Context: an optimization exercise on an open-source flow, tuned for small area. The choices shown serve that exercise and are no tape-out recipe. Function was checked by simulation only, so behaviour that the tests miss may differ from the original. Power and IR drop assume default switching activity.

==> inputs of run a <==
==> flow/design.v (excerpt) <==
module alu_rs_cluster #(
    parameter int NUM_ENTRIES = 8    
) (
    input  wire               clk_in,
    input  wire               rst_in,
    input  wire               rdy_in,       
    input  wire               flush,
    input  wire               dispatch_valid,
    input  wire [3:0]         dispatch_op,
    input  wire [alu_rs_pkg::TAG_W-1:0]   dispatch_tag,
    input  wire               src1_ready,
    input  wire [alu_rs_pkg::TAG_W-1:0]   src1_tag,
    input  wire [alu_rs_pkg::XLEN-1:0]    src1_value,
    input  wire               src2_ready,
    input  wire [alu_rs_pkg::TAG_W-1:0]   src2_tag,
    input  wire [alu_rs_pkg::XLEN-1:0]    src2_value,
    output logic              full,
    output logic              result_valid,
    output logic [alu_rs_pkg::TAG_W-1:0]  result_tag,
    output logic [alu_rs_pkg::XLEN-1:0]   result_value
);
==> module alu_issue, before the edit <==
module alu_issue #(
    parameter int NUM_ENTRIES = 8
) (
    input  wire                          clk_in,
    input  wire                          rst_in,
    input  wire                          rdy_in,
    input  wire                          flush,
    input  wire [NUM_ENTRIES-1:0]        ready_nxt,    
    input  wire [NUM_ENTRIES*4-1:0]      op_arr,
    input  wire [NUM_ENTRIES*alu_rs_pkg::TAG_W-1:0]  tag_arr,
    input  wire [NUM_ENTRIES*alu_rs_pkg::XLEN-1:0]   v1_arr,
    input  wire [NUM_ENTRIES*alu_rs_pkg::XLEN-1:0]   v2_arr,
    output logic [NUM_ENTRIES-1:0]       grant_oh,
    output logic                         result_valid,
    output logic [alu_rs_pkg::TAG_W-1:0]             result_tag,
    output logic [alu_rs_pkg::XLEN-1:0]              result_value
);
    localparam int XLEN  = alu_rs_pkg::XLEN;
    localparam int TAG_W = alu_rs_pkg::TAG_W;
    logic              any_grant;
    logic [3:0]        op;
    logic [TAG_W-1:0]  sel_tag;
    logic [XLEN-1:0]   a, b;
    logic [XLEN-1:0]   alu_out;
    always_ff @(posedge clk_in)
        grant_oh <= ready_nxt & (~ready_nxt + 1'b1);     
    assign any_grant = |grant_oh;
    always_comb
    begin
        op      = '0;
        sel_tag = '0;
        a       = '0;
        b       = '0;
        for (int i = 0; i < NUM_ENTRIES; i++)
        begin
            op      = op      | ({4{grant_oh[i]}}     & op_arr[i*4 +: 4]);
            sel_tag = sel_tag | ({TAG_W{grant_oh[i]}} & tag_arr[i*TAG_W +: TAG_W]);
            a       = a       | ({XLEN{grant_oh[i]}}  & v1_arr[i*XLEN +: XLEN]);
            b       = b       | ({XLEN{grant_oh[i]}}  & v2_arr[i*XLEN +: XLEN]);
        end
    end
    logic            sub;
    logic [XLEN-1:0] bx, p, g;
    logic [XLEN:0]   sum;
    logic            slt, sltu;
    assign sub  = (op == alu_rs_pkg::OP_SUB) || (op == alu_rs_pkg::OP_SLT) || (op == alu_rs_pkg::OP_SLTU);
    assign bx   = b ^ {XLEN{sub}};
    assign p    = a ^ bx;
    assign g    = a & bx;
    logic [XLEN:0]   c;
    logic [XLEN/4:0] gc;
    assign gc[0] = sub;
    for (genvar k = 0; k < XLEN/4; k++)
    begin : g_cla
        logic [3:0] pp, gg;
        assign pp = p[4*k +: 4];
        assign gg = g[4*k +: 4];
        assign c[4*k]   = gc[k];
        assign c[4*k+1] = gg[0] | (pp[0] & gc[k]);
        assign c[4*k+2] = gg[1] | (pp[1] & gg[0]) | (pp[1] & pp[0] & gc[k]);
        assign c[4*k+3] = gg[2] | (pp[2] & gg[1]) | (pp[2] & pp[1] & gg[0]) | (pp[2] & pp[1] & pp[0] & gc[k]);
        assign gc[k+1]  = gg[3] | (pp[3] & gg[2]) | (pp[3] & pp[2] & gg[1]) | (pp[3] & pp[2] & pp[1] & gg[0])
                        | (&pp & gc[k]);
    end
    assign c[XLEN] = gc[XLEN/4];
    assign sum     = {c[XLEN], p ^ c[XLEN-1:0]};
    assign sltu = !sum[XLEN];
    assign slt  = (a[XLEN-1] ^ b[XLEN-1]) ? a[XLEN-1] : sum[XLEN-1];
    logic            fill;
    logic [XLEN-1:0] sh_in, sh_out, sh_rev;
    assign fill = (op == alu_rs_pkg::OP_SRA) && a[XLEN-1];
    always_comb
        for (int i = 0; i < XLEN; i++)
            sh_in[i] = (op == alu_rs_pkg::OP_SLL) ? a[XLEN-1-i] : a[i];
    assign sh_out = XLEN'({{XLEN{fill}}, sh_in} >> b[4:0]);
    always_comb
        for (int i = 0; i < XLEN; i++)
            sh_rev[i] = sh_out[XLEN-1-i];
    logic k_sum, k_g, k_p, k_sl, k_sr, k_slt, k_sltu;
    assign k_sum  = (op == alu_rs_pkg::OP_ADD) || (op == alu_rs_pkg::OP_SUB);
    assign k_g    = (op == alu_rs_pkg::OP_AND) || (op == alu_rs_pkg::OP_OR);
    assign k_p    = (op == alu_rs_pkg::OP_OR)  || (op == alu_rs_pkg::OP_XOR);
    assign k_sl   = (op == alu_rs_pkg::OP_SLL);
    assign k_sr   = (op == alu_rs_pkg::OP_SRL) || (op == alu_rs_pkg::OP_SRA);
    assign k_slt  = (op == alu_rs_pkg::OP_SLT);
    assign k_sltu = (op == alu_rs_pkg::OP_SLTU);
    assign alu_out = ({XLEN{k_sum}} & sum[XLEN-1:0])
                   | ({XLEN{k_g}}   & g)
                   | ({XLEN{k_p}}   & p)
                   | ({XLEN{k_sl}}  & sh_rev)
                   | ({XLEN{k_sr}}  & sh_out)
                   | {{(XLEN-1){1'b0}}, (k_slt && slt) || (k_sltu && sltu)};
    always_ff @(posedge clk_in)
    begin
        if (rst_in)
            result_valid <= 1'b0;
        else if (rdy_in)
            result_valid <= any_grant && !flush;
    end
    always_ff @(posedge clk_in)
    begin
        if (rdy_in)
        begin
            result_tag   <= sel_tag;
            result_value <= alu_out;
        end
    end
endmodule
==> flow/config.mk <==
export PLATFORM = sky130hd
export DESIGN_NAME = alu_rs_cluster
export DESIGN_NICKNAME = alu_rs_cluster
export VERILOG_FILES = /design/flow/design.v
export SDC_FILE = /design/flow/constraint.sdc
export NUM_CORES = 4
export LEC_CHECK = 0
export CAP_MARGIN = 20
export CORE_MARGIN = 2
export CORE_UTILIZATION = 40
export SLEW_MARGIN = 20
==> flow/constraint.sdc <==
create_clock -name core_clock -period 6.0 [get_ports {clk_in}]
set_input_delay 1.2000 -clock core_clock [delete_from_list [all_inputs] [get_ports {clk_in}]]
set_output_delay 1.2000 -clock core_clock [all_outputs]
set_load 0.01 [all_outputs]
standard.sh (not shown) runs the stock make flow with config.mk's settings and CLKGATE_MAP_FILE= SYNTH_SCRIPT=/design/flow/synth_recipe.tcl, a recipe that flattens the netlist after the stock synthesis.
==> flow/flow/run.sh <==
#!/bin/bash
# Own layout flow: the standard ORFS flow (standard.sh, unchanged
# synthesis, floorplan, power grid and tap cells), with two changes:
#  - the port buffers are the smallest buffer cell;
#  - CTS builds larger sink clusters and inserts no dummy loads.
# Each call's full output goes to a log file in the work folder.
set -euo pipefail

CTS="-sink_clustering_enable -repair_clock_nets -dont_use_dummy_load"
CTS="$CTS -sink_clustering_size ${RS_CTS_SIZE:-24} -sink_clustering_max_diameter ${RS_CTS_DIAM:-80}"
CTS="$CTS -buf_list sky130_fd_sc_hd__clkbuf_16"

bash standard.sh \
    "BUFFER_PORTS_ARGS=-buffer_cell sky130_fd_sc_hd__buf_1" \
    "CTS_ARGS=$CTS" \
    finish > flow_make.log 2>&1
==> run b (differences from run a) <==
--- a/flow/design.v
+++ b/flow/design.v
@@ -212,19 +212,3 @@
     assign g    = a & bx;
-    logic [XLEN:0]   c;
-    logic [XLEN/4:0] gc;
-    assign gc[0] = sub;
-    for (genvar k = 0; k < XLEN/4; k++)
-    begin : g_cla
-        logic [3:0] pp, gg;
-        assign pp = p[4*k +: 4];
-        assign gg = g[4*k +: 4];
-        assign c[4*k]   = gc[k];
-        assign c[4*k+1] = gg[0] | (pp[0] & gc[k]);
-        assign c[4*k+2] = gg[1] | (pp[1] & gg[0]) | (pp[1] & pp[0] & gc[k]);
-        assign c[4*k+3] = gg[2] | (pp[2] & gg[1]) | (pp[2] & pp[1] & gg[0]) | (pp[2] & pp[1] & pp[0] & gc[k]);
-        assign gc[k+1]  = gg[3] | (pp[3] & gg[2]) | (pp[3] & pp[2] & gg[1]) | (pp[3] & pp[2] & pp[1] & gg[0])
-                        | (&pp & gc[k]);
-    end
-    assign c[XLEN] = gc[XLEN/4];
-    assign sum     = {c[XLEN], p ^ c[XLEN-1:0]};
+    assign sum  = {1'b0, a} + {1'b0, bx} + {{XLEN{1'b0}}, sub};
     assign sltu = !sum[XLEN];
==> flow/run.sh (new file) <==
#!/bin/bash
# synth_recipe.tcl (not shown) runs the flow's synth.tcl, then flattens the netlist and writes it again
# the make line also repeats each setting of config.mk as NAME=value (left out here)
make -C /OpenROAD-flow-scripts/flow DESIGN_CONFIG=/design/flow/config.mk WORK_HOME=/design/flow/orfs CLKGATE_MAP_FILE= SYNTH_SCRIPT=/design/flow/synth_recipe.tcl finish
removed: flow/flow/run.sh
removed: flow/standard.sh
==> comparison table <==
| item | run a | run b |
|---|---|---|
| Outcome | complete, no violations | complete, no violations |
| Cell leakage power | 14.4 nW | 15.6 nW |
| Combinational power | 0.757 mW | 0.857 mW |
| Logic gate share of total power | 0.090 | 0.083 |
| Die Ht | 290 um | 292 um |
| Met2 wire length | 60600 um | 61400 um |
| Fraction of standard cell area in multi-input logic | 0.491 | 0.467 |
| Std-Cell Core Area | 0.0808 mm^2 | 0.0821 mm^2 |
| Cell area after synthesis | 0.0328 mm^2 | 0.0332 mm^2 |
| Tightest hold margin | 0.481 ns | 0.479 ns |
| Instance count on the critical path | 17 | 15 |
| Number of vias in the routed layout | 30900 | 32300 |
| HP Start | g_entry[2].rs_entry_inst.f1_q[5]$_DFF_P_ | g_entry[2].rs_entry_inst.f2_q[29]$_DFF_P_ |
| Place WS | 0.564 ns | 0.702 ns |
| GR Util met1 | 0.438 | 0.436 |
| Inserted Clock Buffers | 40 | 73 |
| Starting density of the core | 0.406 | 0.404 |
| Max VDD drop | 0.177 mV | 0.217 mV |
| Vias per cell | 6.46 | 6.46 |
| Layout multi-input combinational cell count | 2749 | 2869 |
| CP max FO | 19 | 23 |

==> separate check: timing with driven ports <==
The flow's constraints put no driver on any port. The routed layouts listed below were extracted and timed again, unchanged, in two steps. Step 1: set_driving_cell puts a clkbuf_16 on clk_in and a buf_2 on each other input, an assumption about the parent block. Step 2 adds t to the input delays and takes it off the output delays; t is the mean of the earliest and latest rising clock arrival at the registers after step 1. Input paths then give back, and output paths get back, about the clock's delay inside the block. Slacks: ideal / step 1 / step 2; pairs: ideal / step 1.
| run | t (ns) | slack for setup (ns) | worst register clock-pin slew, ns |
|---|---|---|---|
| run a | 0.645 | 0.427 / 0.427 / 0.427 | 0.11 / 0.11 |
| run b | 0.699 | 0.562 / 0.562 / 0.562 | 0.07 / 0.07 |
After both steps setup and hold are still met in every run listed.
